Source: an optimization exercise on an open RTL-to-GDS flow (aim: small area, a short achievable clock period and few clock cycles). Production flows keep margins and buffers that such runs may drop. Only simulation tests tie the RTL to the original design; equivalence was not proved.

`design.v`:
```
package agg_pkg;
	localparam int NUM_VERTICES = 16;  
	localparam int FEAT_LANES = 4;  
	localparam int ELEM_W = 16;
	localparam int VADDR_W = 4;  
	localparam int COUNT_W = 8;
	localparam int PROD_W = 2 * ELEM_W;  
	localparam int FEAT_W = FEAT_LANES * ELEM_W;  
	localparam int CODE_W = 24;  
	localparam int ISSUE_W = 1 + CODE_W + 1 + 1 + 1 + VADDR_W;
	localparam int ISSUE_DST = 0;  
	localparam int ISSUE_RUN_END = VADDR_W;  
	localparam int ISSUE_LAST = VADDR_W + 1;  
	localparam int ISSUE_FIRST = VADDR_W + 2;  
	localparam int ISSUE_WEIGHT = VADDR_W + 3;  
	localparam int ISSUE_VALID = VADDR_W + 3 + CODE_W;
	localparam int MUL_ROWS = 2;  
	localparam int MUL_EXT = 1;  
endpackage
package link_pkg;
	localparam int CREDITS = 4;  
	localparam int PTR_W = 2;  
	localparam int CNT_W = 3;  
	localparam logic REC_HEADER = 1'b0;
	localparam logic REC_EDGE = 1'b1;
	localparam int REC_W = 1 + 4 + 8 + 16;
	localparam int REC_WEIGHT = 0;  
	localparam int REC_COUNT = 16;  
	localparam int REC_ADDR = 24;  
	localparam int REC_KIND = 28;
endpackage
`timescale 1ns/100ps
module feature_buffer #(
	parameter bit FWD = 0  
) (
	input logic clk,
	input logic we,
	input logic [agg_pkg::VADDR_W-1:0] wr_addr,
	input logic [agg_pkg::FEAT_W-1:0] wr_data,
	input logic rd_en,
	input logic [agg_pkg::VADDR_W-1:0] rd_addr,
	output logic [agg_pkg::FEAT_W-1:0] rd_data
);
	logic [agg_pkg::NUM_VERTICES-1:0][agg_pkg::FEAT_W-1:0] mem;
	logic [agg_pkg::NUM_VERTICES-1:0] wr_sel;
	logic [agg_pkg::NUM_VERTICES-1:0] rd_sel;
	logic fwd_hit;
	logic [agg_pkg::FEAT_W-1:0] rd_next;
	for (genvar i = 0; i < agg_pkg::NUM_VERTICES; i++) begin : g_slot
		assign wr_sel[i] = we && (wr_addr == agg_pkg::VADDR_W'(i));
		always_ff @(posedge clk) begin
			if (wr_sel[i]) begin
				mem[i] <= wr_data;
			end
		end
	end
	assign fwd_hit = FWD && we && (wr_addr == rd_addr);
	for (genvar i = 0; i < agg_pkg::NUM_VERTICES; i++) begin : g_sel
		assign rd_sel[i] = (rd_addr == agg_pkg::VADDR_W'(i)) && !(FWD && wr_sel[i]);
	end
	always_comb begin
		rd_next = {agg_pkg::FEAT_W{fwd_hit}} & wr_data;
		for (int i = 0; i < agg_pkg::NUM_VERTICES; i++) begin
			rd_next = rd_next | ({agg_pkg::FEAT_W{rd_sel[i]}} & mem[i]);
		end
	end
	always_ff @(posedge clk) begin
		if (rd_en) begin
			rd_data <= rd_next;
		end
	end
endmodule
`timescale 1ns/100ps
module record_ingress (
	input logic clk,
	input logic rst,
	input logic rec_valid,
	input logic [link_pkg::REC_W-1:0] rec,
	input logic pop,
	output logic [link_pkg::REC_W-1:0] head,
	output logic head_valid,
	output logic [3:0] head_addr,  
	output logic credit_return
);
	localparam int SLOT_W = 1 + 4 + 16;  
	logic [SLOT_W-1:0] mem [link_pkg::CREDITS];
	logic [SLOT_W-1:0] slot_in;
	logic [SLOT_W-1:0] slot_out;
	logic [link_pkg::PTR_W-1:0] wr_ptr;
	logic [link_pkg::PTR_W-1:0] rd_ptr;
	logic [link_pkg::CNT_W-1:0] count;
	logic do_pop;
	logic [link_pkg::PTR_W-1:0] rd_ptr_next;
	assign slot_in = {rec[link_pkg::REC_KIND], rec[link_pkg::REC_ADDR +: 4],
		(rec[link_pkg::REC_KIND] == link_pkg::REC_HEADER)
			? {8'd0, rec[link_pkg::REC_COUNT +: 8]} : rec[link_pkg::REC_WEIGHT +: 16]};
	assign slot_out = mem[rd_ptr];
	assign head = {slot_out[20:16], slot_out[7:0], slot_out[15:0]};
	assign head_valid = (count != '0);
	assign do_pop = pop && head_valid;
	assign rd_ptr_next = rd_ptr + do_pop;
	always_ff @(posedge clk) begin
		if (rec_valid && wr_ptr == rd_ptr_next) begin
			head_addr <= rec[link_pkg::REC_ADDR +: 4];
		end else begin
			head_addr <= mem[rd_ptr_next][19:16];
		end
	end
	always_ff @(posedge clk) begin
		if (rec_valid) begin
			mem[wr_ptr] <= slot_in;  
		end
	end
	always_ff @(posedge clk) begin
		if (rst) begin
			wr_ptr <= '0;
			rd_ptr <= '0;
			count <= '0;
			credit_return <= 1'b0;
		end else begin
			credit_return <= do_pop;  
			if (rec_valid) begin
				wr_ptr <= wr_ptr + 1'b1;  
			end
			if (do_pop) begin
				rd_ptr <= rd_ptr + 1'b1;
			end
			case ({rec_valid, do_pop})
				2'b10: count <= count + 1'b1;
				2'b01: count <= count - 1'b1;
				default: count <= count;
			endcase
		end
	end
endmodule
`timescale 1ns/100ps
module aggregate_ctrl (
	input logic clk,
	input logic rst,
	input logic start,
	input logic [agg_pkg::COUNT_W-1:0] num_vertices,
	input logic [link_pkg::REC_W-1:0] head,
	input logic head_valid,
	input logic [agg_pkg::VADDR_W-1:0] head_addr_q,  
	input logic load_we,
	output logic pop,
	output logic [agg_pkg::VADDR_W-1:0] src_rd_addr,
	output logic src_rd_en,
	output logic [agg_pkg::ISSUE_W-1:0] issue,
	output logic [agg_pkg::CODE_W-1:0] code_n,  
	output logic done,
	output logic busy
);
	logic pf_valid;
	logic pf_stale;  
	logic pf_header;
	logic [agg_pkg::VADDR_W-1:0] pf_addr;
	logic [agg_pkg::COUNT_W-1:0] pf_count;
	logic pf_count0;
	logic pf_count1;
	logic [agg_pkg::CODE_W-1:0] pf_code;  
	logic [agg_pkg::CODE_W-1:0] pf_code_n;  
	logic issuing;  
	logic in_run;  
	logic [agg_pkg::COUNT_W-1:0] vert_left;  
	logic [agg_pkg::COUNT_W-1:0] edges_left;  
	logic vl_is0, vl_is1, vl_is2;
	logic el_is1, el_is2;
	logic [agg_pkg::VADDR_W-1:0] cur_dst;
	logic [agg_pkg::VADDR_W-1:0] head_addr;
	logic [agg_pkg::COUNT_W-1:0] head_count;
	logic [agg_pkg::ELEM_W-1:0] head_weight;
	logic head_header;
	logic [agg_pkg::CODE_W-1:0] head_code;
	logic [agg_pkg::COUNT_W-1:0] vl;  
	logic vl_eq0, vl_eq1, vl_eq2;  
	logic pf_ready;
	logic take;
	logic take_h;  
	logic take_e;  
	logic term_last;
	logic term_end;
	logic pf_valid_n;
	logic pf_stale_n;
	logic pf_header_n;
	logic pf_count0_n;
	logic vl_is0_n, vl_is1_n;
	logic el_is1_n;
	logic issuing_n;
	logic in_run_n;
	logic [agg_pkg::COUNT_W-1:0] vert_left_n;
	logic [agg_pkg::COUNT_W-1:0] edges_left_n;
	logic term_end_n;
	logic done_n;
	assign head_addr = head[link_pkg::REC_ADDR +: agg_pkg::VADDR_W];
	assign head_count = head[link_pkg::REC_COUNT +: agg_pkg::COUNT_W];
	assign head_weight = head[link_pkg::REC_WEIGHT +: agg_pkg::ELEM_W];
	assign head_header = (head[link_pkg::REC_KIND] == link_pkg::REC_HEADER);
	booth_enc enc_i (
		.w(head_header ? agg_pkg::ELEM_W'(1) : head_weight),
		.code(head_code)
	);
	assign vl = start ? num_vertices : vert_left;
	assign vl_eq0 = start ? (num_vertices == '0) : vl_is0;
	assign vl_eq1 = start ? (num_vertices == agg_pkg::COUNT_W'(1)) : vl_is1;
	assign vl_eq2 = start ? (num_vertices == agg_pkg::COUNT_W'(2)) : vl_is2;
	assign pf_ready = pf_valid && !pf_stale;
	assign take = pf_ready && (issuing || start);
	assign take_h = take && pf_header;
	assign take_e = take && !pf_header;
	assign pop = head_valid && !load_we && !pf_stale && (!pf_valid || take);
	assign src_rd_addr = pf_stale ? pf_addr : head_addr_q;
	assign src_rd_en = pop || (pf_stale && !load_we);
	assign term_last = pf_header ? pf_count0 : el_is1;
	assign term_end = pf_header ? (pf_count0 && vl_eq1) : (el_is1 && vl_eq0);
	always_comb begin
		pf_valid_n = pop || (pf_valid && !take);
		pf_stale_n = load_we && pf_valid;  
		pf_header_n = pop ? head_header : pf_header;
		pf_count0_n = pop ? (head_count == '0) : pf_count0;
		vert_left_n = vl - take_h;
		vl_is0_n = take_h ? vl_eq1 : vl_eq0;
		vl_is1_n = take_h ? vl_eq2 : vl_eq1;
		if (take_h) begin
			edges_left_n = pf_count;
			el_is1_n = pf_count1;
		end else if (take_e) begin
			edges_left_n = edges_left - 1'b1;
			el_is1_n = el_is2;
		end else if (start) begin
			edges_left_n = '0;
			el_is1_n = 1'b0;
		end else begin
			edges_left_n = edges_left;
			el_is1_n = el_is1;
		end
		issuing_n = (issuing || start) && !(take && term_end);
		in_run_n = (in_run || start) && !done;
		term_end_n = pf_header_n ? (pf_count0_n && vl_is1_n) : (el_is1_n && vl_is0_n);
		done_n = (issuing_n && pf_valid_n && !pf_stale_n && term_end_n)
			|| (start && take && term_end);
	end
	assign issue[agg_pkg::ISSUE_VALID] = take;
	assign issue[agg_pkg::ISSUE_FIRST] = pf_header;
	assign issue[agg_pkg::ISSUE_LAST] = term_last;
	assign issue[agg_pkg::ISSUE_RUN_END] = 1'b0;  
	assign issue[agg_pkg::ISSUE_WEIGHT +: agg_pkg::CODE_W] = pf_code;
	assign code_n = pf_code_n;
	assign issue[agg_pkg::ISSUE_DST +: agg_pkg::VADDR_W] = pf_header ? pf_addr : cur_dst;
	always_ff @(posedge clk) begin
		if (rst) begin
			pf_valid <= 1'b0;
			pf_stale <= 1'b0;
			issuing <= 1'b0;
			in_run <= 1'b0;
			done <= 1'b0;
			busy <= 1'b0;
			vert_left <= '0;
			edges_left <= '0;
			vl_is0 <= 1'b1;
			vl_is1 <= 1'b0;
			vl_is2 <= 1'b0;
			el_is1 <= 1'b0;
			el_is2 <= 1'b0;
		end else begin
			pf_valid <= pf_valid_n;
			pf_stale <= pf_stale_n;
			issuing <= issuing_n;
			in_run <= in_run_n;
			done <= done_n;
			busy <= in_run_n && !done_n;
			vert_left <= vert_left_n;
			edges_left <= edges_left_n;
			vl_is0 <= vl_is0_n;
			vl_is1 <= vl_is1_n;
			vl_is2 <= (vert_left_n == agg_pkg::COUNT_W'(2));
			el_is1 <= el_is1_n;
			el_is2 <= (edges_left_n == agg_pkg::COUNT_W'(2));
		end
	end
	always_ff @(posedge clk) begin
		pf_header <= pf_header_n;
		pf_count0 <= pf_count0_n;
		if (pop) begin
			pf_addr <= head_addr;
			pf_count <= head_count;
			pf_count1 <= (head_count == agg_pkg::COUNT_W'(1));
			pf_code <= head_code;
			pf_code_n <= ~head_code;
		end
		if (take && pf_header) begin
			cur_dst <= pf_addr;
		end
	end
endmodule
`timescale 1ns/100ps
module vector_mac (
	input logic clk,
	input logic rst,
	input logic [agg_pkg::ISSUE_W-1:0] issue,
	input logic [agg_pkg::CODE_W-1:0] code_n,  
	input logic [agg_pkg::FEAT_W-1:0] src_data,
	output logic dst_we,
	output logic [agg_pkg::VADDR_W-1:0] dst_addr,
	output logic [agg_pkg::FEAT_W-1:0] dst_data
);
	localparam int ROWS = agg_pkg::MUL_ROWS;
	logic [agg_pkg::CODE_W-1:0] code;
	logic s2_valid;
	logic s2_last;
	logic [agg_pkg::VADDR_W-1:0] s2_dst;
	logic [agg_pkg::FEAT_LANES*ROWS*agg_pkg::ELEM_W-1:0] s1_rows;
	logic [agg_pkg::FEAT_LANES*ROWS*agg_pkg::ELEM_W-1:0] s2_rows;
	logic [agg_pkg::FEAT_LANES*agg_pkg::MUL_EXT-1:0] s1_ext;
	logic [agg_pkg::FEAT_LANES*agg_pkg::MUL_EXT-1:0] s2_ext;
	logic [agg_pkg::FEAT_W-1:0] acc;  
	logic acc_clear;  
	logic [agg_pkg::FEAT_W-1:0] acc_next;
	assign code = issue[agg_pkg::ISSUE_WEIGHT +: agg_pkg::CODE_W];
	for (genvar i = 0; i < agg_pkg::FEAT_LANES; i++) begin : g_lane
		localparam int RW = ROWS * agg_pkg::ELEM_W;
		mul_lo16_cs mul_i (
			.a(src_data[i*agg_pkg::ELEM_W +: agg_pkg::ELEM_W]),
			.code(i < agg_pkg::FEAT_LANES / 2 ? code : ~code_n),
			.rows(s1_rows[i*RW +: RW]),
			.ext(s1_ext[i*agg_pkg::MUL_EXT +: agg_pkg::MUL_EXT])
		);
		acc_sum_cs sum_i (
			.acc(acc[i*agg_pkg::ELEM_W +: agg_pkg::ELEM_W]),
			.rows(s2_rows[i*RW +: RW]),
			.ext(s2_ext[i*agg_pkg::MUL_EXT +: agg_pkg::MUL_EXT]),
			.sum(acc_next[i*agg_pkg::ELEM_W +: agg_pkg::ELEM_W])  
		);
	end
	always_ff @(posedge clk) begin
		if (rst) begin
			s2_valid <= 1'b0;
		end else begin
			s2_valid <= issue[agg_pkg::ISSUE_VALID];
		end
	end
	always_ff @(posedge clk) begin
		s2_last <= issue[agg_pkg::ISSUE_LAST];
		s2_dst <= issue[agg_pkg::ISSUE_DST +: agg_pkg::VADDR_W];
		s2_rows <= s1_rows;
		s2_ext <= s1_ext;
	end
	assign acc_clear = issue[agg_pkg::ISSUE_VALID] && issue[agg_pkg::ISSUE_FIRST];
	always_ff @(posedge clk) begin
		if (acc_clear) begin
			acc <= '0;
		end else if (s2_valid) begin
			acc <= acc_next;
		end
	end
	assign dst_we = s2_valid && s2_last;
	assign dst_addr = s2_dst;
	assign dst_data = acc_next;
endmodule
module booth_enc (
	input logic [15:0] w,
	output logic [23:0] code  
);
	logic [16:0] wx;
	assign wx = {w, 1'b0};
	for (genvar j = 0; j < 8; j++) begin : g_digit
		logic b0, b1, b2;  
		assign b0 = wx[2*j];
		assign b1 = wx[2*j+1];
		assign b2 = wx[2*j+2];
		assign code[j] = b1 ^ b0;  
		assign code[8+j] = (b2 & !b1 & !b0) | (!b2 & b1 & b0);  
		assign code[16+j] = b2 & !(b1 & b0);  
	end
endmodule
module mul_lo16_cs (
	input logic [15:0] a,
	input logic [23:0] code,
	output logic [2*16-1:0] rows,
	output logic [1-1:0] ext  
);
	logic [7:0] one, two, neg;
	logic [16:0] ax;
	assign {neg, two, one} = code;
	assign ax = {a, 1'b0};
	logic [15:0] pp0;  
	for (genvar k = 0; k < 16; k++) begin : g_pp0
		assign pp0[k] = ((one[0] & ax[k+1]) | (two[0] & ax[k])) ^ neg[0];
	end
	logic [13:0] pp1;  
	for (genvar k = 0; k < 14; k++) begin : g_pp1
		assign pp1[k] = ((one[1] & ax[k+1]) | (two[1] & ax[k])) ^ neg[1];
	end
	logic [11:0] pp2;  
	for (genvar k = 0; k < 12; k++) begin : g_pp2
		assign pp2[k] = ((one[2] & ax[k+1]) | (two[2] & ax[k])) ^ neg[2];
	end
	logic [9:0] pp3;  
	for (genvar k = 0; k < 10; k++) begin : g_pp3
		assign pp3[k] = ((one[3] & ax[k+1]) | (two[3] & ax[k])) ^ neg[3];
	end
	logic [7:0] pp4;  
	for (genvar k = 0; k < 8; k++) begin : g_pp4
		assign pp4[k] = ((one[4] & ax[k+1]) | (two[4] & ax[k])) ^ neg[4];
	end
	logic [5:0] pp5;  
	for (genvar k = 0; k < 6; k++) begin : g_pp5
		assign pp5[k] = ((one[5] & ax[k+1]) | (two[5] & ax[k])) ^ neg[5];
	end
	logic [3:0] pp6;  
	for (genvar k = 0; k < 4; k++) begin : g_pp6
		assign pp6[k] = ((one[6] & ax[k+1]) | (two[6] & ax[k])) ^ neg[6];
	end
	logic [1:0] pp7;  
	for (genvar k = 0; k < 2; k++) begin : g_pp7
		assign pp7[k] = ((one[7] & ax[k+1]) | (two[7] & ax[k])) ^ neg[7];
	end
	logic m1;
	logic m2;
	logic m3;
	logic m4;
	logic m5;
	logic m6;
	logic m7;
	logic m8;
	logic m9;
	logic m10;
	logic m11;
	logic m12;
	logic m13;
	logic m14;
	logic m15;
	logic m16;
	logic m17;
	logic m18;
	logic m19;
	logic m20;
	logic m21;
	logic m22;
	logic m23;
	logic m24;
	logic m25;
	logic m26;
	logic m27;
	logic m28;
	logic m29;
	logic m30;
	logic m31;
	logic m32;
	logic m33;
	logic m34;
	logic m35;
	logic m36;
	logic m37;
	logic m38;
	logic m39;
	logic m40;
	logic m41;
	logic m42;
	logic m43;
	logic m44;
	logic m45;
	logic m46;
	logic m47;
	logic m48;
	logic m49;
	logic m50;
	logic m51;
	logic m52;
	logic m53;
	logic m54;
	logic m55;
	logic m56;
	logic m57;
	logic m58;
	logic m59;
	logic m60;
	logic m61;
	logic m62;
	logic m63;
	logic m64;
	logic m65;
	logic m66;
	logic m67;
	logic m68;
	logic m69;
	logic m70;
	logic m71;
	logic m72;
	logic m73;
	logic m74;
	logic m75;
	logic m76;
	logic m77;
	logic m78;
	logic m79;
	logic m80;
	logic m81;
	logic m82;
	logic m83;
	logic m84;
	logic m85;
	logic m86;
	logic m87;
	logic m88;
	logic m89;
	logic m90;
	logic m91;
	logic m92;
	logic m93;
	logic m94;
	logic m95;
	logic m96;
	logic m97;
	logic m98;
	assign m1 = pp0[10] ^ pp1[8];
	assign m2 = pp0[10] & pp1[8];
	assign m3 = pp0[11] ^ pp1[9];
	assign m4 = pp0[11] & pp1[9];
	assign m5 = pp0[12] ^ pp1[10] ^ pp2[8];
	assign m6 = (pp0[12] & pp1[10]) | (pp0[12] & pp2[8]) | (pp1[10] & pp2[8]);
	assign m7 = pp3[6] ^ pp4[4];
	assign m8 = pp3[6] & pp4[4];
	assign m9 = pp0[13] ^ pp1[11] ^ pp2[9];
	assign m10 = (pp0[13] & pp1[11]) | (pp0[13] & pp2[9]) | (pp1[11] & pp2[9]);
	assign m11 = pp3[7] ^ pp4[5];
	assign m12 = pp3[7] & pp4[5];
	assign m13 = pp0[14] ^ pp1[12] ^ pp2[10];
	assign m14 = (pp0[14] & pp1[12]) | (pp0[14] & pp2[10]) | (pp1[12] & pp2[10]);
	assign m15 = pp3[8] ^ pp4[6] ^ pp5[4];
	assign m16 = (pp3[8] & pp4[6]) | (pp3[8] & pp5[4]) | (pp4[6] & pp5[4]);
	assign m17 = pp6[2] ^ pp7[0];
	assign m18 = pp6[2] & pp7[0];
	assign m19 = pp0[6] ^ pp1[4];
	assign m20 = pp0[6] & pp1[4];
	assign m21 = pp0[7] ^ pp1[5];
	assign m22 = pp0[7] & pp1[5];
	assign m23 = pp0[8] ^ pp1[6] ^ pp2[4];
	assign m24 = (pp0[8] & pp1[6]) | (pp0[8] & pp2[4]) | (pp1[6] & pp2[4]);
	assign m25 = pp3[2] ^ pp4[0];
	assign m26 = pp3[2] & pp4[0];
	assign m27 = pp0[9] ^ pp1[7] ^ pp2[5];
	assign m28 = (pp0[9] & pp1[7]) | (pp0[9] & pp2[5]) | (pp1[7] & pp2[5]);
	assign m29 = pp3[3] ^ pp4[1];
	assign m30 = pp3[3] & pp4[1];
	assign m31 = m1 ^ pp2[6] ^ pp3[4];
	assign m32 = (m1 & pp2[6]) | (m1 & pp3[4]) | (pp2[6] & pp3[4]);
	assign m33 = pp4[2] ^ pp5[0] ^ neg[5];
	assign m34 = (pp4[2] & pp5[0]) | (pp4[2] & neg[5]) | (pp5[0] & neg[5]);
	assign m35 = m2 ^ m3 ^ pp2[7];
	assign m36 = (m2 & m3) | (m2 & pp2[7]) | (m3 & pp2[7]);
	assign m37 = pp3[5] ^ pp4[3] ^ pp5[1];
	assign m38 = (pp3[5] & pp4[3]) | (pp3[5] & pp5[1]) | (pp4[3] & pp5[1]);
	assign m39 = m4 ^ m5 ^ m7;
	assign m40 = (m4 & m5) | (m4 & m7) | (m5 & m7);
	assign m41 = pp5[2] ^ pp6[0] ^ neg[6];
	assign m42 = (pp5[2] & pp6[0]) | (pp5[2] & neg[6]) | (pp6[0] & neg[6]);
	assign m43 = m6 ^ m8 ^ m9;
	assign m44 = (m6 & m8) | (m6 & m9) | (m8 & m9);
	assign m45 = m11 ^ pp5[3] ^ pp6[1];
	assign m46 = (m11 & pp5[3]) | (m11 & pp6[1]) | (pp5[3] & pp6[1]);
	assign m47 = m10 ^ m12 ^ m13;
	assign m48 = (m10 & m12) | (m10 & m13) | (m12 & m13);
	assign m49 = m15 ^ m17 ^ neg[7];
	assign m50 = (m15 & m17) | (m15 & neg[7]) | (m17 & neg[7]);
	assign m51 = pp0[4] ^ pp1[2];
	assign m52 = pp0[4] & pp1[2];
	assign m53 = pp0[5] ^ pp1[3];
	assign m54 = pp0[5] & pp1[3];
	assign m55 = m19 ^ pp2[2] ^ pp3[0];
	assign m56 = (m19 & pp2[2]) | (m19 & pp3[0]) | (pp2[2] & pp3[0]);
	assign m57 = m20 ^ m21 ^ pp2[3];
	assign m58 = (m20 & m21) | (m20 & pp2[3]) | (m21 & pp2[3]);
	assign m59 = m22 ^ m23 ^ m25;
	assign m60 = (m22 & m23) | (m22 & m25) | (m23 & m25);
	assign m61 = m24 ^ m26 ^ m27;
	assign m62 = (m24 & m26) | (m24 & m27) | (m26 & m27);
	assign m63 = m28 ^ m30 ^ m31;
	assign m64 = (m28 & m30) | (m28 & m31) | (m30 & m31);
	assign m65 = m32 ^ m34 ^ m35;
	assign m66 = (m32 & m34) | (m32 & m35) | (m34 & m35);
	assign m67 = m36 ^ m38 ^ m39;
	assign m68 = (m36 & m38) | (m36 & m39) | (m38 & m39);
	assign m69 = m40 ^ m42 ^ m43;
	assign m70 = (m40 & m42) | (m40 & m43) | (m42 & m43);
	assign m71 = m44 ^ m46 ^ m47;
	assign m72 = (m44 & m46) | (m44 & m47) | (m46 & m47);
	assign m73 = pp0[2] ^ pp1[0];
	assign m74 = pp0[2] & pp1[0];
	assign m75 = pp0[3] ^ pp1[1];
	assign m76 = pp0[3] & pp1[1];
	assign m77 = m51 ^ pp2[0] ^ neg[2];
	assign m78 = (m51 & pp2[0]) | (m51 & neg[2]) | (pp2[0] & neg[2]);
	assign m79 = m52 ^ m53 ^ pp2[1];
	assign m80 = (m52 & m53) | (m52 & pp2[1]) | (m53 & pp2[1]);
	assign m81 = m54 ^ m55 ^ neg[3];
	assign m82 = (m54 & m55) | (m54 & neg[3]) | (m55 & neg[3]);
	assign m83 = m56 ^ m57 ^ pp3[1];
	assign m84 = (m56 & m57) | (m56 & pp3[1]) | (m57 & pp3[1]);
	assign m85 = m58 ^ m59 ^ neg[4];
	assign m86 = (m58 & m59) | (m58 & neg[4]) | (m59 & neg[4]);
	assign m87 = m60 ^ m61 ^ m29;
	assign m88 = (m60 & m61) | (m60 & m29) | (m61 & m29);
	assign m89 = m62 ^ m63 ^ m33;
	assign m90 = (m62 & m63) | (m62 & m33) | (m63 & m33);
	assign m91 = m64 ^ m65 ^ m37;
	assign m92 = (m64 & m65) | (m64 & m37) | (m65 & m37);
	assign m93 = m66 ^ m67 ^ m41;
	assign m94 = (m66 & m67) | (m66 & m41) | (m67 & m41);
	assign m95 = m68 ^ m69 ^ m45;
	assign m96 = (m68 & m69) | (m68 & m45) | (m69 & m45);
	assign m97 = m70 ^ m71 ^ m49;
	assign m98 = (m70 & m71) | (m70 & m49) | (m71 & m49);
	assign rows[0*16 +: 16] = {(pp0[15] ^ pp1[13] ^ pp2[11] ^ pp3[9] ^ pp4[7] ^ pp5[5] ^ pp6[3] ^ pp7[1] ^ m14 ^ m16 ^ m18), m96, m94, m92, m90, m88, m86, m84, m82, m80, m78, m76, m74, m73, pp0[1], pp0[0]};
	assign rows[1*16 +: 16] = {(m48 ^ m50 ^ m72), m97, m95, m93, m91, m89, m87, m85, m83, m81, m79, m77, m75, neg[1], 1'b0, neg[0]};
	assign ext[0] = m98;
endmodule
module acc_sum_cs (
	input logic [15:0] acc,
	input logic [2*16-1:0] rows,
	input logic [1-1:0] ext,
	output logic [15:0] sum
);
	logic s1;
	logic s2;
	logic s3;
	logic s4;
	logic s5;
	logic s6;
	logic s7;
	logic s8;
	logic s9;
	logic s10;
	logic s11;
	logic s12;
	logic s13;
	logic s14;
	logic s15;
	logic s16;
	logic s17;
	logic s18;
	logic s19;
	logic s20;
	logic s21;
	logic s22;
	logic s23;
	logic s24;
	logic s25;
	logic s26;
	logic s27;
	logic s28;
	logic s29;
	logic s30;
	logic s31;
	logic s32;
	logic s33;
	logic s34;
	assign s1 = acc[15] ^ rows[0*16+15];
	assign s2 = acc[15] & rows[0*16+15];
	assign s3 = acc[0] ^ rows[0*16+0];
	assign s4 = acc[0] & rows[0*16+0];
	assign s5 = acc[1] ^ rows[0*16+1] ^ rows[1*16+1];
	assign s6 = (acc[1] & rows[0*16+1]) | (acc[1] & rows[1*16+1]) | (rows[0*16+1] & rows[1*16+1]);
	assign s7 = acc[2] ^ rows[0*16+2] ^ rows[1*16+2];
	assign s8 = (acc[2] & rows[0*16+2]) | (acc[2] & rows[1*16+2]) | (rows[0*16+2] & rows[1*16+2]);
	assign s9 = acc[3] ^ rows[0*16+3] ^ rows[1*16+3];
	assign s10 = (acc[3] & rows[0*16+3]) | (acc[3] & rows[1*16+3]) | (rows[0*16+3] & rows[1*16+3]);
	assign s11 = acc[4] ^ rows[0*16+4] ^ rows[1*16+4];
	assign s12 = (acc[4] & rows[0*16+4]) | (acc[4] & rows[1*16+4]) | (rows[0*16+4] & rows[1*16+4]);
	assign s13 = acc[5] ^ rows[0*16+5] ^ rows[1*16+5];
	assign s14 = (acc[5] & rows[0*16+5]) | (acc[5] & rows[1*16+5]) | (rows[0*16+5] & rows[1*16+5]);
	assign s15 = acc[6] ^ rows[0*16+6] ^ rows[1*16+6];
	assign s16 = (acc[6] & rows[0*16+6]) | (acc[6] & rows[1*16+6]) | (rows[0*16+6] & rows[1*16+6]);
	assign s17 = acc[7] ^ rows[0*16+7] ^ rows[1*16+7];
	assign s18 = (acc[7] & rows[0*16+7]) | (acc[7] & rows[1*16+7]) | (rows[0*16+7] & rows[1*16+7]);
	assign s19 = acc[8] ^ rows[0*16+8] ^ rows[1*16+8];
	assign s20 = (acc[8] & rows[0*16+8]) | (acc[8] & rows[1*16+8]) | (rows[0*16+8] & rows[1*16+8]);
	assign s21 = acc[9] ^ rows[0*16+9] ^ rows[1*16+9];
	assign s22 = (acc[9] & rows[0*16+9]) | (acc[9] & rows[1*16+9]) | (rows[0*16+9] & rows[1*16+9]);
	assign s23 = acc[10] ^ rows[0*16+10] ^ rows[1*16+10];
	assign s24 = (acc[10] & rows[0*16+10]) | (acc[10] & rows[1*16+10]) | (rows[0*16+10] & rows[1*16+10]);
	assign s25 = acc[11] ^ rows[0*16+11] ^ rows[1*16+11];
	assign s26 = (acc[11] & rows[0*16+11]) | (acc[11] & rows[1*16+11]) | (rows[0*16+11] & rows[1*16+11]);
	assign s27 = acc[12] ^ rows[0*16+12] ^ rows[1*16+12];
	assign s28 = (acc[12] & rows[0*16+12]) | (acc[12] & rows[1*16+12]) | (rows[0*16+12] & rows[1*16+12]);
	assign s29 = acc[13] ^ rows[0*16+13] ^ rows[1*16+13];
	assign s30 = (acc[13] & rows[0*16+13]) | (acc[13] & rows[1*16+13]) | (rows[0*16+13] & rows[1*16+13]);
	assign s31 = acc[14] ^ rows[0*16+14] ^ rows[1*16+14];
	assign s32 = (acc[14] & rows[0*16+14]) | (acc[14] & rows[1*16+14]) | (rows[0*16+14] & rows[1*16+14]);
	assign s33 = s1 ^ rows[1*16+15] ^ ext[0];
	assign s34 = (s1 & rows[1*16+15]) | (s1 & ext[0]) | (rows[1*16+15] & ext[0]);
	assign sum = {s32, s30, s28, s26, s24, s22, s20, s18, s16, s14, s12, s10, s8, s6, s4, s3} + {s33, s31, s29, s27, s25, s23, s21, s19, s17, s15, s13, s11, s9, s7, s5, rows[1*16+0]};
endmodule
`timescale 1ns/100ps
module aggregate_top (
	input logic clk,
	input logic rst,
	input logic start,
	input logic [agg_pkg::COUNT_W-1:0] num_vertices,
	input logic rec_valid,
	input logic [link_pkg::REC_W-1:0] rec,
	output logic credit_return,
	input logic load_we,
	input logic [agg_pkg::VADDR_W-1:0] load_addr,
	input logic [agg_pkg::FEAT_W-1:0] load_data,
	input logic [agg_pkg::VADDR_W-1:0] rd_addr,
	output logic [agg_pkg::FEAT_W-1:0] rd_data,
	output logic busy,
	output logic done
);
	logic [link_pkg::REC_W-1:0] head;
	logic head_valid;
	logic [agg_pkg::VADDR_W-1:0] head_addr;
	logic pop;
	logic [agg_pkg::VADDR_W-1:0] src_rd_addr;
	logic src_rd_en;
	logic [agg_pkg::FEAT_W-1:0] src_data;
	logic [agg_pkg::ISSUE_W-1:0] issue;
	logic [agg_pkg::CODE_W-1:0] code_n;
	logic dst_we;
	logic [agg_pkg::VADDR_W-1:0] dst_addr;
	logic [agg_pkg::FEAT_W-1:0] dst_data;
	record_ingress ingress_i (
		.clk(clk),
		.rst(rst),
		.rec_valid(rec_valid),
		.rec(rec),
		.pop(pop),
		.head(head),
		.head_valid(head_valid),
		.head_addr(head_addr),
		.credit_return(credit_return)
	);
	aggregate_ctrl ctrl_i (
		.clk(clk),
		.rst(rst),
		.start(start),
		.num_vertices(num_vertices),
		.head(head),
		.head_valid(head_valid),
		.head_addr_q(head_addr),
		.load_we(load_we),
		.pop(pop),
		.src_rd_addr(src_rd_addr),
		.src_rd_en(src_rd_en),
		.issue(issue),
		.code_n(code_n),
		.done(done),
		.busy(busy)
	);
	feature_buffer #(.FWD(0)) src_buf_i (  
		.clk(clk),
		.we(load_we),
		.wr_addr(load_addr),
		.wr_data(load_data),
		.rd_en(src_rd_en),
		.rd_addr(src_rd_addr),
		.rd_data(src_data)
	);
	vector_mac mac_i (
		.clk(clk),
		.rst(rst),
		.issue(issue),
		.code_n(code_n),
		.src_data(src_data),
		.dst_we(dst_we),
		.dst_addr(dst_addr),
		.dst_data(dst_data)
	);
	feature_buffer #(.FWD(1)) dst_buf_i (  
		.clk(clk),
		.we(dst_we),
		.wr_addr(dst_addr),
		.wr_data(dst_data),
		.rd_en(1'b1),
		.rd_addr(rd_addr),
		.rd_data(rd_data)
	);
endmodule
```
`flow/run.sh`:
```
#!/bin/bash
set -euo pipefail
MARGIN=5.4
PORTBUF=sky130_fd_sc_hd__buf_2
sed -e "s/SETUP_SLACK_MARGIN=[0-9.]*/SETUP_SLACK_MARGIN=$MARGIN/" \
    -e "s/ \"\${@:-finish}\"/ BUFFER_PORTS_ARGS=\"-buffer_cell $PORTBUF\" \"\${@:-finish}\"/" standard.sh > standard_margin.sh
grep -q "SETUP_SLACK_MARGIN=$MARGIN" standard_margin.sh
grep -q "BUFFER_PORTS_ARGS" standard_margin.sh
bash standard_margin.sh > standard.log 2>&1
```
`standard.sh`:
```
#!/bin/bash
# synth_recipe.tcl (not shown) runs the flow's synth.tcl, then flattens the netlist and writes it again
# the make line also repeats each setting of config.mk as NAME=value (left out here)
make -C /OpenROAD-flow-scripts/flow DESIGN_CONFIG=/design/flow/config.mk WORK_HOME=/design/flow/orfs CLKGATE_MAP_FILE= SYNTH_SCRIPT=/design/flow/synth_recipe.tcl "${@:-finish}"
```
`config.mk`:
```
export PLATFORM = sky130hd
export DESIGN_NAME = aggregate_top
export DESIGN_NICKNAME = aggregate_top
export VERILOG_FILES = /design/flow/design.v
export SDC_FILE = /design/flow/constraint.sdc
export NUM_CORES = 4
export LEC_CHECK = 0
export CAP_MARGIN = 20
export CORE_MARGIN = 2
export CORE_UTILIZATION = 40
export CTS_BUF_LIST = sky130_fd_sc_hd__clkbuf_16
export CTS_CLUSTER_DIAMETER = 70
export CTS_CLUSTER_SIZE = 24
export GPL_ROUTABILITY_DRIVEN = 0
export PLACE_DENSITY = 0.68
export SETUP_SLACK_MARGIN = 5
export SLEW_MARGIN = 20
```
`constraint.sdc`:
```
create_clock -name core_clock -period 8.5 [get_ports {clk}]
set_input_delay 1.7000 -clock core_clock [delete_from_list [all_inputs] [get_ports {clk}]]
set_output_delay 1.7000 -clock core_clock [all_outputs]
set_load 0.01 [all_outputs]
```
==> results of run 1 <==
==> registers in the layout, indices dropped and copies added, names as in the netlist, 24 cells and up, named ones only <==
signal,cells
dst_buf_i.mem,1024
ctrl_i.pf_code_n,24
ctrl_i.pf_code,24
src_buf_i.rd_data,64
dst_buf_i.rd_data,64
mac_i.s2_rows,120
ingress_i.mem,84
mac_i.acc,64
src_buf_i.mem,1024
==> cell type report <==
| type | instances | area share [%] |
|---|---|---|
| Clock buffer | 141 | 2.98 |
| Inverter | 238 | 0.809 |
| Timing Repair inverter | 6 | 0.0380 |
| Antenna cell | 12 | 0.0254 |
| Sequential cell | 2562 | 62.5 |
| Clock inverter | 85 | 0.737 |
| Multi-Input combinational cell | 3244 | 24.6 |
| Timing Repair Buffer | 604 | 4.67 |
| Tap cell | 3384 | 3.57 |
==> worst max-delay path by stage <==
stage / from / to / slack [ns] / cells past startpoint
after global placement: load_we / src_buf_i.mem[437] / 3.85 / 4
after floorplan: load_we / src_buf_i.mem[128] / 4.06 / 3
after CTS: ctrl_i.pf_code[8] / mac_i.s2_rows[28] / 5.25 / 9
final: src_buf_i.rd_data[41] / mac_i.s2_rows[94] / 5.28 / 11
after global routing: ctrl_i.pf_code[8] / mac_i.s2_rows[28] / 5.20 / 9
after detailed placement: load_we / src_buf_i.mem[259] / 3.79 / 5
==> metal layers <==
metal	part of all wire, %	global-route usage (%)	up-vias	wire [um]
li1	-	-	26200	-
met1	38	29.4	32000	115000
met2	47	35.7	4030	143000
met3	12	4.92	776	35500
met4	4.0	8.19	54	12300
met5	0.11	0	-	349
==> cell usage in the layout, fill, tap and decap left out, drive strengths merged, types with 62 or more instances in the layout <==
cell    Yosys  routed
a222oi    142     142
fa        189     189
a21oi      70      70
ha        136     136
o21ai     134     134
mux2i      62      62
nand4     110     110
nor2      228     233
a22oi     760     760
inv       230     278
clkbuf    263     149
o22ai     138     138
a22o      115     116
buf       141     590
edfxtp   2261    2261
xor2       88      88
a221oi     79      79
xnor2     320     320
nand2     122     122
dfxtp     301     301
==> cell usage after synthesis, types with 24 or more instances <==
cell	n
o21ai_0	130
nand2_1	122
nand3_1	56
mux2_2	25
fa_1	189
a211o_1	43
and2_1	26
nor3_1	52
a222oi_1	142
inv_1	229
ha_1	136
xnor2_1	320
a22o_1	115
xor2_1	88
a221oi_1	79
nor2_1	224
dfxtp_1	301
clkbuf_1	263
o211ai_1	41
buf_2	84
o22ai_1	138
buf_1	47
nand2b_1	26
a21o_1	24
a22oi_1	759
mux2i_1	62
nand4_1	110
edfxtp_1	2261
a21oi_1	69
==> kinds of logic after synthesis <==
| group | after synthesis |
|---|---|
| xor+xnor | 408 |
| mux | 112 |
| fa+ha+maj | 325 |
| buf+inv | 642 |
| simple gates | 724 |
| flops | 2562 |
| compound gates | 1666 |
==> worst max-delay path: cells and delay by family, from the launching register on <==
family	cells	cell delay (ns)
AO/OA/AOI/OAI	1	0.07
XOR/XNOR	1	0.15
adder cells (fa/ha/maj)	4	1.94
buffers and inverters	5	0.43
flip-flops	1	0.54
==> per-stage QoR <==
step	hold WS [ns]	utilization (%)	setup slack (ns)	cells
floorplan	0.346	-	4.06	6439
global placement	0.456	42.5	3.85	9783
detailed placement	0.466	42.5	3.79	9783
CTS	0.464	45.4	5.25	10200
global route	0.464	46.1	5.20	10300
finish	0.455	46.1	5.28	10300
==> repair_timing <==
action                     in CTS  in global routing
setup endpoints to repair    1750                791
pin swaps                     123                104
cloned                         19                 12
setup buffers                 138                 84
resized for setup             366                209
hold buffers                    0                  0
==> impl_metrics.json, run 1 <==
{
  "status": "complete, no violations",
  "drc_errors": 0,
  "wl_um": 306000,
  "io_pins": 181,
  "synthXorXnorAreaFrac_pct": 3.45,
  "synth-main-ff-cell": "edfxtp_1",
  "synthMuxAreaShare_pct": 1.44,
  "first_global_vias": 60900,
  "crit_arrival_ns": 4.00,
  "min_path_type": "flop to flop",
  "grt-ovfl-total": 0,
  "drive_gt1_share_pct": 18.8,
  "cts_root_buffer": "clkbuf_16",
  "fmax_mhz": 310,
  "maxSlewViolCount": 0,
  "hold_viol": 0,
  "synth_seq_cells": 2562,
  "clock_skew_ns": 0.0643,
  "cts.sinks": 2562,
  "cts.clk_slew.worst_paths_ns": 0.09,
  "multi_input_area_mm2": 0.0292,
  "reg2regPathDepth": 11,
  "drt_pass1_iterations": 9,
  "worstPathRequired_ns": 9.28,
  "finalInstanceArea_mm2": 0.118,
  "nNetsFinal": 7233,
  "holdPathStages": 1,
  "synthSimpleGateAreaFrac_pct": 3.55,
  "final-seq-area_mm2": 0.0741,
  "wl_per_cell_um": 29.8,
  "worstSetupEndpointType": "flop",
  "synthTopCellsByArea": "edfxtp_1 66%, dfxtp_1 5.8%, a22oi_1 5.5%",
  "core_mm2": 0.257,
  "ant_nets": 0,
  "synth_adder_area_share_pct": 5.30,
  "synth_async_sr_flop_share_pct": 0,
  "path_class": "flop to flop",
  "fill_cells": 21700,
  "max_stage_delay_ns": 0.54,
  "antenna_found_initial": 46,
  "clock_latency_ns": 0.86,
  "viasPerCell": 6.14,
  "fin_crit_ns": 3.22,
  "grt_max_degree": 75,
  "rsz0062_at_grt": "true",
  "tightest_slew_ns": 1.17,
  "avgSynthCellArea_um2": 16.1,
  "cts_inserted_buffers": 138,
  "area_delta_synth_final_pct": 14.5,
  "start_kind": "flop",
  "syn-instance-count": 6439,
  "synth-edff-count": 2261,
  "worstHoldEndpoint": "ctrl_i.in_run",
  "port_buffers": 180,
  "vias": 63100,
  "synth-compound-area-share_pct": 12.3,
  "dp_hpwl_um": 166000,
  "synth_top_cell_area_share_pct": 65.6,
  "worst-path-max-fanout": 4,
  "rrSetupSlack_ns": 5.28,
  "clock_path_buffers": 3,
  "period_share_pct": 37.9,
  "die_x_um": 513,
  "synthDistinctLibCells": 94,
  "synth_top_family_by_area": "compound AO/OA/AOI/OAI gates",
  "relSlewSlack_pct": 22.0,
  "synth_area_mm2": 0.103,
  "dpl_cell_area_mm2": 0.109,
  "htree_levels": 4,
  "grt.total_usage_pct": 22.2,
  "cts_tree": "done",
  "synth_nets": 6878,
  "setup_viol": 0,
  "rr_endpoint": "mac_i.s2_rows[94]",
  "synth.largest_area_cell": "edfxtp_1",
  "grt_pass1_wl_um": 428000,
  "slowest_stage": "edfxtp_1",
  "rows": 186,
  "crit_chain": "inv_2 > buf_6 > o22ai_4 > xor2_1 > fa_1 > inv_1 > fa_1 > inv_1 > fa_1 > inv_1 > fa_2",
  "cap_viol_max_count": 0,
  "yosysWarningCount": 5,
  "die-area_mm2": 0.263,
  "min_from": "ctrl_i.done",
  "die_h_um": 513,
  "ys_seq_area_share_pct": 71.5,
  "finalSetupTns_ns": 0,
  "rr_startpoint": "src_buf_i.rd_data[41]",
  "initial_core_util_pct": 40.3,
  "drtIter0Drc": 9724
}
Testbench counts, summed over its fixed seeds: cycles 3,824.
==> inputs of run 2 (changes only) <==
--- a/design.v
+++ b/design.v
@@ -43,12 +43,10 @@
 );
 	logic [agg_pkg::NUM_VERTICES-1:0][agg_pkg::FEAT_W-1:0] mem;
-	logic [agg_pkg::NUM_VERTICES-1:0] wr_sel;
 	logic [agg_pkg::NUM_VERTICES-1:0] rd_sel;
 	logic fwd_hit;
 	logic [agg_pkg::FEAT_W-1:0] rd_next;
 	for (genvar i = 0; i < agg_pkg::NUM_VERTICES; i++) begin : g_slot
-		assign wr_sel[i] = we && (wr_addr == agg_pkg::VADDR_W'(i));
 		always_ff @(posedge clk) begin
-			if (wr_sel[i]) begin
+			if (we && wr_addr == agg_pkg::VADDR_W'(i)) begin
 				mem[i] <= wr_data;
 			end
@@ -57,5 +55,5 @@
 	assign fwd_hit = FWD && we && (wr_addr == rd_addr);
 	for (genvar i = 0; i < agg_pkg::NUM_VERTICES; i++) begin : g_sel
-		assign rd_sel[i] = (rd_addr == agg_pkg::VADDR_W'(i)) && !(FWD && wr_sel[i]);
+		assign rd_sel[i] = (rd_addr == agg_pkg::VADDR_W'(i)) && !fwd_hit;
 	end
 	always_comb begin
@@ -148,5 +146,4 @@
 	output logic src_rd_en,
 	output logic [agg_pkg::ISSUE_W-1:0] issue,
-	output logic [agg_pkg::CODE_W-1:0] code_n,  
 	output logic done,
 	output logic busy
@@ -158,13 +155,9 @@
 	logic [agg_pkg::COUNT_W-1:0] pf_count;
 	logic pf_count0;
-	logic pf_count1;
 	logic [agg_pkg::CODE_W-1:0] pf_code;  
-	logic [agg_pkg::CODE_W-1:0] pf_code_n;  
 	logic issuing;  
 	logic in_run;  
 	logic [agg_pkg::COUNT_W-1:0] vert_left;  
 	logic [agg_pkg::COUNT_W-1:0] edges_left;  
-	logic vl_is0, vl_is1, vl_is2;
-	logic el_is1, el_is2;
 	logic [agg_pkg::VADDR_W-1:0] cur_dst;
 	logic [agg_pkg::VADDR_W-1:0] head_addr;
@@ -174,9 +167,6 @@
 	logic [agg_pkg::CODE_W-1:0] head_code;
 	logic [agg_pkg::COUNT_W-1:0] vl;  
-	logic vl_eq0, vl_eq1, vl_eq2;  
 	logic pf_ready;
 	logic take;
-	logic take_h;  
-	logic take_e;  
 	logic term_last;
 	logic term_end;
@@ -185,6 +175,4 @@
 	logic pf_header_n;
 	logic pf_count0_n;
-	logic vl_is0_n, vl_is1_n;
-	logic el_is1_n;
 	logic issuing_n;
 	logic in_run_n;
@@ -201,17 +189,17 @@
 		.code(head_code)
 	);
+	function automatic logic is_end(input logic header, input logic count0,
+			input logic [agg_pkg::COUNT_W-1:0] vleft, input logic [agg_pkg::COUNT_W-1:0] eleft);
+		is_end = header ? (count0 && (vleft == agg_pkg::COUNT_W'(1)))
+			: ((eleft == agg_pkg::COUNT_W'(1)) && (vleft == '0));
+	endfunction
 	assign vl = start ? num_vertices : vert_left;
-	assign vl_eq0 = start ? (num_vertices == '0) : vl_is0;
-	assign vl_eq1 = start ? (num_vertices == agg_pkg::COUNT_W'(1)) : vl_is1;
-	assign vl_eq2 = start ? (num_vertices == agg_pkg::COUNT_W'(2)) : vl_is2;
 	assign pf_ready = pf_valid && !pf_stale;
 	assign take = pf_ready && (issuing || start);
-	assign take_h = take && pf_header;
-	assign take_e = take && !pf_header;
 	assign pop = head_valid && !load_we && !pf_stale && (!pf_valid || take);
 	assign src_rd_addr = pf_stale ? pf_addr : head_addr_q;
 	assign src_rd_en = pop || (pf_stale && !load_we);
-	assign term_last = pf_header ? pf_count0 : el_is1;
-	assign term_end = pf_header ? (pf_count0 && vl_eq1) : (el_is1 && vl_eq0);
+	assign term_last = pf_header ? pf_count0 : (edges_left == agg_pkg::COUNT_W'(1));
+	assign term_end = is_end(pf_header, pf_count0, vl, edges_left);
 	always_comb begin
 		pf_valid_n = pop || (pf_valid && !take);
@@ -219,23 +207,17 @@
 		pf_header_n = pop ? head_header : pf_header;
 		pf_count0_n = pop ? (head_count == '0) : pf_count0;
-		vert_left_n = vl - take_h;
-		vl_is0_n = take_h ? vl_eq1 : vl_eq0;
-		vl_is1_n = take_h ? vl_eq2 : vl_eq1;
-		if (take_h) begin
-			edges_left_n = pf_count;
-			el_is1_n = pf_count1;
-		end else if (take_e) begin
-			edges_left_n = edges_left - 1'b1;
-			el_is1_n = el_is2;
-		end else if (start) begin
-			edges_left_n = '0;
-			el_is1_n = 1'b0;
-		end else begin
-			edges_left_n = edges_left;
-			el_is1_n = el_is1;
+		vert_left_n = vl;
+		edges_left_n = start ? '0 : edges_left;
+		if (take) begin
+			if (pf_header) begin
+				vert_left_n = vl - 1'b1;
+				edges_left_n = pf_count;
+			end else begin
+				edges_left_n = edges_left - 1'b1;
+			end
 		end
 		issuing_n = (issuing || start) && !(take && term_end);
 		in_run_n = (in_run || start) && !done;
-		term_end_n = pf_header_n ? (pf_count0_n && vl_is1_n) : (el_is1_n && vl_is0_n);
+		term_end_n = is_end(pf_header_n, pf_count0_n, vert_left_n, edges_left_n);
 		done_n = (issuing_n && pf_valid_n && !pf_stale_n && term_end_n)
 			|| (start && take && term_end);
@@ -246,5 +228,4 @@
 	assign issue[agg_pkg::ISSUE_RUN_END] = 1'b0;  
 	assign issue[agg_pkg::ISSUE_WEIGHT +: agg_pkg::CODE_W] = pf_code;
-	assign code_n = pf_code_n;
 	assign issue[agg_pkg::ISSUE_DST +: agg_pkg::VADDR_W] = pf_header ? pf_addr : cur_dst;
 	always_ff @(posedge clk) begin
@@ -258,9 +239,4 @@
 			vert_left <= '0;
 			edges_left <= '0;
-			vl_is0 <= 1'b1;
-			vl_is1 <= 1'b0;
-			vl_is2 <= 1'b0;
-			el_is1 <= 1'b0;
-			el_is2 <= 1'b0;
 		end else begin
 			pf_valid <= pf_valid_n;
@@ -272,9 +248,4 @@
 			vert_left <= vert_left_n;
 			edges_left <= edges_left_n;
-			vl_is0 <= vl_is0_n;
-			vl_is1 <= vl_is1_n;
-			vl_is2 <= (vert_left_n == agg_pkg::COUNT_W'(2));
-			el_is1 <= el_is1_n;
-			el_is2 <= (edges_left_n == agg_pkg::COUNT_W'(2));
 		end
 	end
@@ -285,7 +256,5 @@
 			pf_addr <= head_addr;
 			pf_count <= head_count;
-			pf_count1 <= (head_count == agg_pkg::COUNT_W'(1));
 			pf_code <= head_code;
-			pf_code_n <= ~head_code;
 		end
 		if (take && pf_header) begin
@@ -299,5 +268,4 @@
 	input logic rst,
 	input logic [agg_pkg::ISSUE_W-1:0] issue,
-	input logic [agg_pkg::CODE_W-1:0] code_n,  
 	input logic [agg_pkg::FEAT_W-1:0] src_data,
 	output logic dst_we,
@@ -322,5 +290,5 @@
 		mul_lo16_cs mul_i (
 			.a(src_data[i*agg_pkg::ELEM_W +: agg_pkg::ELEM_W]),
-			.code(i < agg_pkg::FEAT_LANES / 2 ? code : ~code_n),
+			.code(code),
 			.rows(s1_rows[i*RW +: RW]),
 			.ext(s1_ext[i*agg_pkg::MUL_EXT +: agg_pkg::MUL_EXT])
@@ -717,5 +685,4 @@
 	logic [agg_pkg::FEAT_W-1:0] src_data;
 	logic [agg_pkg::ISSUE_W-1:0] issue;
-	logic [agg_pkg::CODE_W-1:0] code_n;
 	logic dst_we;
 	logic [agg_pkg::VADDR_W-1:0] dst_addr;
@@ -745,5 +712,4 @@
 		.src_rd_en(src_rd_en),
 		.issue(issue),
-		.code_n(code_n),
 		.done(done),
 		.busy(busy)
@@ -762,5 +728,4 @@
 		.rst(rst),
 		.issue(issue),
-		.code_n(code_n),
 		.src_data(src_data),
 		.dst_we(dst_we),
==> flow/run.sh (replaced) <==
#!/bin/bash
set -euo pipefail
MARGIN=5.4
sed "s/SETUP_SLACK_MARGIN=[0-9.]*/SETUP_SLACK_MARGIN=$MARGIN/" standard.sh > standard_margin.sh
grep -q "SETUP_SLACK_MARGIN=$MARGIN" standard_margin.sh
bash standard_margin.sh > standard.log 2>&1
--- a/config.mk
+++ b/config.mk
@@ -12,6 +12,4 @@
 export CTS_CLUSTER_DIAMETER = 70
 export CTS_CLUSTER_SIZE = 24
-export GPL_ROUTABILITY_DRIVEN = 0
-export PLACE_DENSITY = 0.68
 export SETUP_SLACK_MARGIN = 5
 export SLEW_MARGIN = 20
==> impl_metrics.json, run 2 <==
{
  "synth_area_mm2": 0.102,
  "synth_common_cells": "2236 x edfxtp_1, 662 x a22oi_1, 311 x xnor2_1",
  "min_from": "ctrl_i.done",
  "cts_tree": "done",
  "finalInstanceArea_mm2": 0.120,
  "drc_errors": 0,
  "critPathTopFamily": "adder cells",
  "fin_util_pct": 47.3,
  "max_stage_delay_ns": 0.60,
  "crit_chain": "buf_12 > buf_12 > buf_16 > a22oi_2 > xor2_2 > fa_1 > fa_2 > fa_1 > inv_2 > fa_2",
  "tightest_slew_ns": 1.06,
  "cts_root_buffer": "clkbuf_16",
  "synth_async_sr_flop_share_pct": 0,
  "dp.cells": 9524,
  "die_h_um": 508,
  "maxSlewViolCount": 0,
  "reg2regPathDepth": 10,
  "finalSetupTns_ns": 0,
  "synthDistinctLibCells": 80,
  "multi_input_area_mm2": 0.0294,
  "vias": 60700,
  "synth-edff-count": 2236,
  "viasPerCell": 6.04,
  "slowest_stage": "fa_1",
  "crit_path_start": "ctrl_i.pf_code[8]",
  "rr_startpoint": "ctrl_i.pf_code[8]",
  "cts.clk_slew.worst_paths_ns": 0.08,
  "cap_viol_max_count": 0,
  "status": "complete, no violations",
  "mostFrequentLayoutCells": "2236 x edfxtp_1, 504 x a22oi_1, 292 x a22o_1",
  "grt_max_degree": 65,
  "io_pins": 181,
  "core_mm2": 0.253,
  "yosysMostFrequentCell": "edfxtp_1",
  "dp_slack_ns": 2.85,
  "final-seq-area_mm2": 0.0732,
  "relSlewSlack_pct": 29.0,
  "fin_ws_ns": 5.18,
  "holdPathStages": 1,
  "antenna_found_initial": 25,
  "initial_core_util_pct": 40.1,
  "area_delta_synth_final_pct": 18.0,
  "drive_gt1_share_pct": 20.4,
  "nNetsFinal": 7009,
  "drtIter0Drc": 7232,
  "setup_viol": 0,
  "grt-ovfl-total": 0,
  "start_kind": "flop",
  "rrSetupSlack_ns": 5.18,
  "rsz0062_at_grt": "true",
  "clock_skew_ns": 0.0718,
  "synthTopCellsByArea": "edfxtp_1 66%, dfxtp_1 5.8%, a22oi_1 4.9%",
  "crit_arrival_ns": 4.12,
  "die-area_mm2": 0.258,
  "fin_crit_ns": 3.32,
  "period_share_pct": 39.1,
  "ant_nets": 0,
  "worst-path-max-fanout": 5,
  "first_global_vias": 59800,
  "fill_cells": 21300,
  "worstSetupEndpointType": "flop",
  "whs_ns": 0.440,
  "synth_nets": 6606,
  "mostFrequentLayoutCell": "edfxtp_1",
  "die_x_um": 508,
  "drt_pass1_iterations": 7,
  "worstPathRequired_ns": 9.29,
  "dpl_cell_area_mm2": 0.109,
  "dp_hpwl_um": 164000,
  "synth.largest_area_cell": "edfxtp_1",
  "min_path_type": "flop to flop",
  "fmax_mhz": 301,
  "rows": 185,
  "yosysWarningCount": 5,
  "wl_um": 313000,
  "critPathBufInv": 4,
  "clock_path_buffers": 3,
  "synth_seq_cells": 2530,
  "clock_latency_ns": 0.89,
  "rr_endpoint": "mac_i.s2_rows[124]",
  "avgSynthCellArea_um2": 16.5,
  "synth-main-ff-cell": "edfxtp_1",
  "grt.total_usage_pct": 23.5,
  "path_class": "flop to flop",
  "syn-instance-count": 6166,
  "gp_congestion": 0.823,
  "ys_seq_area_share_pct": 71.8,
  "worstHoldEndpoint": "ctrl_i.in_run",
  "cts.sinks": 2530,
  "grt_pass1_wl_um": 439000,
  "port_buffers": 180,
  "top_regs": "dst_buf_i.mem (1024), src_buf_i.mem (1024), mac_i.s2_rows (118)",
  "cts_inserted_buffers": 145,
  "fin_cells": 10000,
  "synth_top_cell_area_share_pct": 66.1,
  "htree_levels": 4,
  "wl_per_cell_um": 31.1,
  "hold_viol": 0
}
-- run 2: cell types whose count changed in the layout (fill, tap and decap cells not counted), moves of 103 or more --
cell / before / now
clkdlybuf4s50_1: 0 / 103
a22oi_1: 699 / 504
a221oi_1: 66 / 273
a22o_1: 113 / 292
buf_2: 148 / 21
a222oi_1: 142 / 18
o22ai_1: 113 / 1
-- run 2: layout make-up --
cell class	count	share of cell area [%]
timing repair inverter	6	0.0365
tap	3366	3.51
sequential	2530	61.0
timing repair buffer	623	6.24
clock buffer	145	3.03
clock inverter	101	1.01
multi-input combinational	3079	24.5
inverter	184	0.604
antenna	5	0.0104
-- run 2: per-layer routing --
layer  global-route usage (%)  part of all wire (%)  up-vias
li1                         -                     -    25400
met1                     30.6                    39    31900
met2                     40.6                    50     2828
met3                     3.30                   7.7      494
met4                     7.25                   3.1       36
met5                        0                 0.079        -
-- run 2: how the worst max path moves through the flow --
stage / endpoint / depth (start not counted)
2_1_floorplan: src_buf_i.mem[0] / 4
3_3_place_gp: dst_buf_i.rd_data[43] / 11
3_5_place_dp: dst_buf_i.rd_data[43] / 11
4_1_cts: dst_buf_i.mem[398] / 12
5_1_grt: dst_buf_i.mem[143] / 14
6_report: mac_i.s2_rows[124] / 10
-- run 2: timing repair --
action	4_1_cts	5_1_grt
endpoints found under the hold margin	0	0
resized for setup	844	201
setup buffers	138	79
setup endpoints to repair	2258	733
cloned	37	10
hold buffers	0	0
pin swaps	152	147
-- run 2: cell families (layout without fill, tap and decap cells) --
family | Yosys count | in the layout | share of synthesized area, %
buffers and inverters | 561 | 1059 | 2.17
multiplexers | 118 | 118 | 1.50
adder cells (fa/ha/maj) | 326 | 326 | 5.41
other | 0 | 5 | 0
XOR/XNOR | 406 | 406 | 3.50
AO/OA/AOI/OAI | 1534 | 1534 | 12.0
flip-flops | 2530 | 2530 | 71.8
AND/OR/NAND/NOR | 691 | 695 | 3.59
-- run 2: worst register-to-register path, cell delays in order (launching register included) --
cell and delay, ns:
edfxtp_1 0.42, buf_12 0.17, buf_12 0.14, buf_16 0.14, a22oi_2 0.19, xor2_2 0.11
fa_1 0.60, fa_2 0.46, fa_1 0.51, inv_2 0.04, fa_2 0.51
Testbench counts of run 2, summed over its fixed seeds: cycles 3,824.
==> inputs of run 3 (changes only) <==
==> run.sh (new file) <==
#!/bin/bash
# synth_recipe.tcl (not shown) runs the flow's synth.tcl, then flattens the netlist and writes it again
# the make line also repeats each setting of config.mk as NAME=value (left out here)
make -C /OpenROAD-flow-scripts/flow DESIGN_CONFIG=/design/flow/config.mk WORK_HOME=/design/flow/orfs CLKGATE_MAP_FILE= SYNTH_SCRIPT=/design/flow/synth_recipe.tcl finish
removed: flow/run.sh
removed: standard.sh
==> impl_metrics.json, run 3 <==
{
  "rr_endpoint": "src_buf_i.rd_data[3]",
  "clock_path_buffers": 3,
  "fin_ws_ns": 5.01,
  "gp_congestion": 0.828,
  "dp_slack_ns": 2.31,
  "critPathBufInv": 2,
  "worstSetupEndpointType": "flop",
  "path_class": "input pin to flop",
  "grt_pass1_wl_um": 413000,
  "synth-main-ff-cell": "edfxtp_1",
  "synthDistinctLibCells": 80,
  "avgSynthCellArea_um2": 16.5,
  "cts.sinks": 2530,
  "fill_cells": 21700,
  "slowest_stage": "clkdlybuf4s50_1",
  "max_stage_delay_ns": 0.77,
  "ant_nets": 0,
  "min_path_type": "flop to flop",
  "synth_nets": 6606,
  "period_share_pct": 41.0,
  "top_regs": "dst_buf_i.mem (1024), src_buf_i.mem (1024), mac_i.s2_rows (118)",
  "die_x_um": 508,
  "finalSetupTns_ns": 0,
  "htree_levels": 4,
  "die_h_um": 508,
  "mostFrequentLayoutCell": "edfxtp_1",
  "status": "complete, no violations",
  "hold_viol": 0,
  "grt-ovfl-total": 0,
  "port_buffers": 180,
  "cts.clk_slew.worst_paths_ns": 0.09,
  "drc_errors": 0,
  "setup_viol": 0,
  "holdPathStages": 1,
  "min_from": "ctrl_i.done",
  "worstHoldEndpoint": "ctrl_i.in_run",
  "yosysMostFrequentCell": "edfxtp_1",
  "synthTopCellsByArea": "edfxtp_1 66%, dfxtp_1 5.8%, a22oi_1 4.9%",
  "synth-edff-count": 2236,
  "crit_chain": "clkdlybuf4s50_1 > nand2_1 > nor2_4 > buf_4",
  "dpl_cell_area_mm2": 0.108,
  "reg2regPathDepth": 8,
  "yosysWarningCount": 5,
  "worst-path-max-fanout": 31,
  "drt_pass1_iterations": 6,
  "fin_util_pct": 45.2,
  "fin_crit_ns": 3.49,
  "relSlewSlack_pct": 26.7,
  "maxSlewViolCount": 0,
  "antenna_found_initial": 38,
  "synth_top_cell_area_share_pct": 66.1,
  "wl_per_cell_um": 29.6,
  "rrSetupSlack_ns": 5.07,
  "initial_core_util_pct": 40.1,
  "vias": 59100,
  "ys_seq_area_share_pct": 71.8,
  "rows": 185,
  "dp_hpwl_um": 158000,
  "finalInstanceArea_mm2": 0.115,
  "nNetsFinal": 6799,
  "critPathTopFamily": "buffers and inverters",
  "area_delta_synth_final_pct": 12.7,
  "crit_arrival_ns": 3.97,
  "clock_skew_ns": 0.0417,
  "rsz0062_at_grt": "true",
  "synth_common_cells": "2236 x edfxtp_1, 662 x a22oi_1, 311 x xnor2_1",
  "cts_root_buffer": "clkbuf_16",
  "wl_um": 291000,
  "synth_async_sr_flop_share_pct": 0,
  "grt_max_degree": 65,
  "tightest_slew_ns": 1.09,
  "rr_startpoint": "ctrl_i.pf_stale",
  "synth_seq_cells": 2530,
  "cap_viol_max_count": 0,
  "io_pins": 181,
  "synth.largest_area_cell": "edfxtp_1",
  "worstPathRequired_ns": 8.98,
  "grt.total_usage_pct": 21.9,
  "clock_latency_ns": 0.86,
  "synth_area_mm2": 0.102,
  "fmax_mhz": 287,
  "viasPerCell": 6.01,
  "start_kind": "input pin",
  "die-area_mm2": 0.258,
  "cts_inserted_buffers": 144,
  "first_global_vias": 57800,
  "mostFrequentLayoutCells": "2236 x edfxtp_1, 652 x a22oi_1, 308 x a221oi_1",
  "drive_gt1_share_pct": 10.7,
  "syn-instance-count": 6166,
  "core_mm2": 0.253,
  "cts_tree": "done",
  "drtIter0Drc": 6996
}
run 3: kinds of logic (layout without fill, tap and decap cells):
group	Yosys count	count (layout)	synth area share, %
AOI/OAI and AO/OA	1534	1534	12.0
xor gates and xnor gates	406	406	3.50
adders and majority gates	326	326	5.41
buffers and inverters	561	854	2.17
DFF	2530	2530	71.8
muxes	118	118	1.50
other	0	9	0
and+or+nand+nor	691	691	3.59
run 3: worst reg2reg max path, cell delays in order, from the launching register on:
cell and delay, ns:
dfxtp_2 0.60, nor2_1 0.16, a31oi_4 0.35, nor2_4 0.06, buf_4 0.32, buf_6 0.41
a22o_1 0.28, a221oi_1 0.22, nand4_1 0.57
run 3: how the worst max path moves through the flow:
stage	slack, ns	to	from	cells past startpoint
2_1_floorplan	4.23	src_buf_i.mem[0]	load_we	4
3_3_place_gp	2.37	dst_buf_i.rd_data[43]	rd_addr[1]	12
3_5_place_dp	2.31	dst_buf_i.rd_data[43]	rd_addr[1]	12
4_1_cts	5.00	dst_buf_i.mem[425]	mac_i.s2_valid	5
5_1_grt	4.91	mac_i.s2_rows[62]	ctrl_i.pf_code[10]	10
6_report	5.01	src_buf_i.mem[890]	load_addr[0]	4
run 3: repair_timing:
| action | CTS | global route |
|---|---|---|
| setup buffers | 26 | 14 |
| hold buffers | 0 | 0 |
| resized for setup | 210 | 73 |
| pin swaps | 14 | 12 |
| setup endpoints to repair | 1581 | 405 |
| gates cloned | 6 | 8 |
run 3: layout make-up:
type / instances / area (um2) / share of cell area [%]
inverters: 184 / 719 / 0.628
clock inverters: 101 / 1150 / 1.01
clock buffers: 145 / 3630 / 3.17
repair buffers: 421 / 4420 / 3.86
flip-flops and latches: 2530 / 73100 / 63.8
well taps: 3366 / 4210 / 3.68
repair inverters: 3 / 22.5 / 0.0197
diodes: 9 / 22.5 / 0.0197
multi-input cells: 3075 / 27300 / 23.8
run 3: per-stage QoR:
stage | hold slack (ns) | cells
global placement | 0.429 | 9523
finish | 0.446 | 9834
floorplan | 0.346 | 6166
CTS | 0.457 | 9803
detailed placement | 0.430 | 9525
global route | 0.479 | 9827
run 3: layer usage:
| metal | share of wire, % | wire, um | track usage [%] |
|---|---|---|---|
| met4 | 2.5 | 7150 | 5.23 |
| met3 | 8.2 | 23800 | 3.50 |
| met2 | 49 | 142000 | 37.0 |
| met5 | 0.079 | 229 | 0 |
| met1 | 40 | 118000 | 29.6 |

==> port drivers added, routing unchanged <==
No port has a modelled driver above. Below, the same layouts with a new extraction and two added sets of constraints. Step 1 (the two cells are an assumption about what drives the block):
set clk [get_ports {clk}]
set_driving_cell -lib_cell sky130_fd_sc_hd__clkbuf_16 $clk
set_driving_cell -lib_cell sky130_fd_sc_hd__buf_2 [delete_from_list [all_inputs] $clk]
Step 2 adds t to the input delays and takes it off the output delays; t is the mean of the earliest and latest rising clock arrival at the registers after step 1. Input paths then give back, and output paths get back, about the clock's delay inside the block. Slacks: ideal ports / drivers / drivers and shift; pairs: ideal ports / drivers.
| run | t (ns) | setup slack, ns | worst setup path at the end | worst register clock-pin slew, ns | cell pins on the clock port's net |
|---|---|---|---|---|---|
| run 1 | 0.933 | 5.279 / 5.279 / 4.551 | input to register | 0.11 / 0.11 | 1 |
| run 2 | 0.946 | 5.179 / 5.179 / 4.453 | input to register | 0.10 / 0.10 | 1 |
| run 3 | 0.938 | 5.011 / 4.981 / 4.139 | input to register | 0.10 / 0.10 | 1 |
After both steps every run listed still meets setup and hold. For run 3, which loses most, drivers alone change the setup slack by -0.030 ns; drivers and shift together by -0.872 ns.
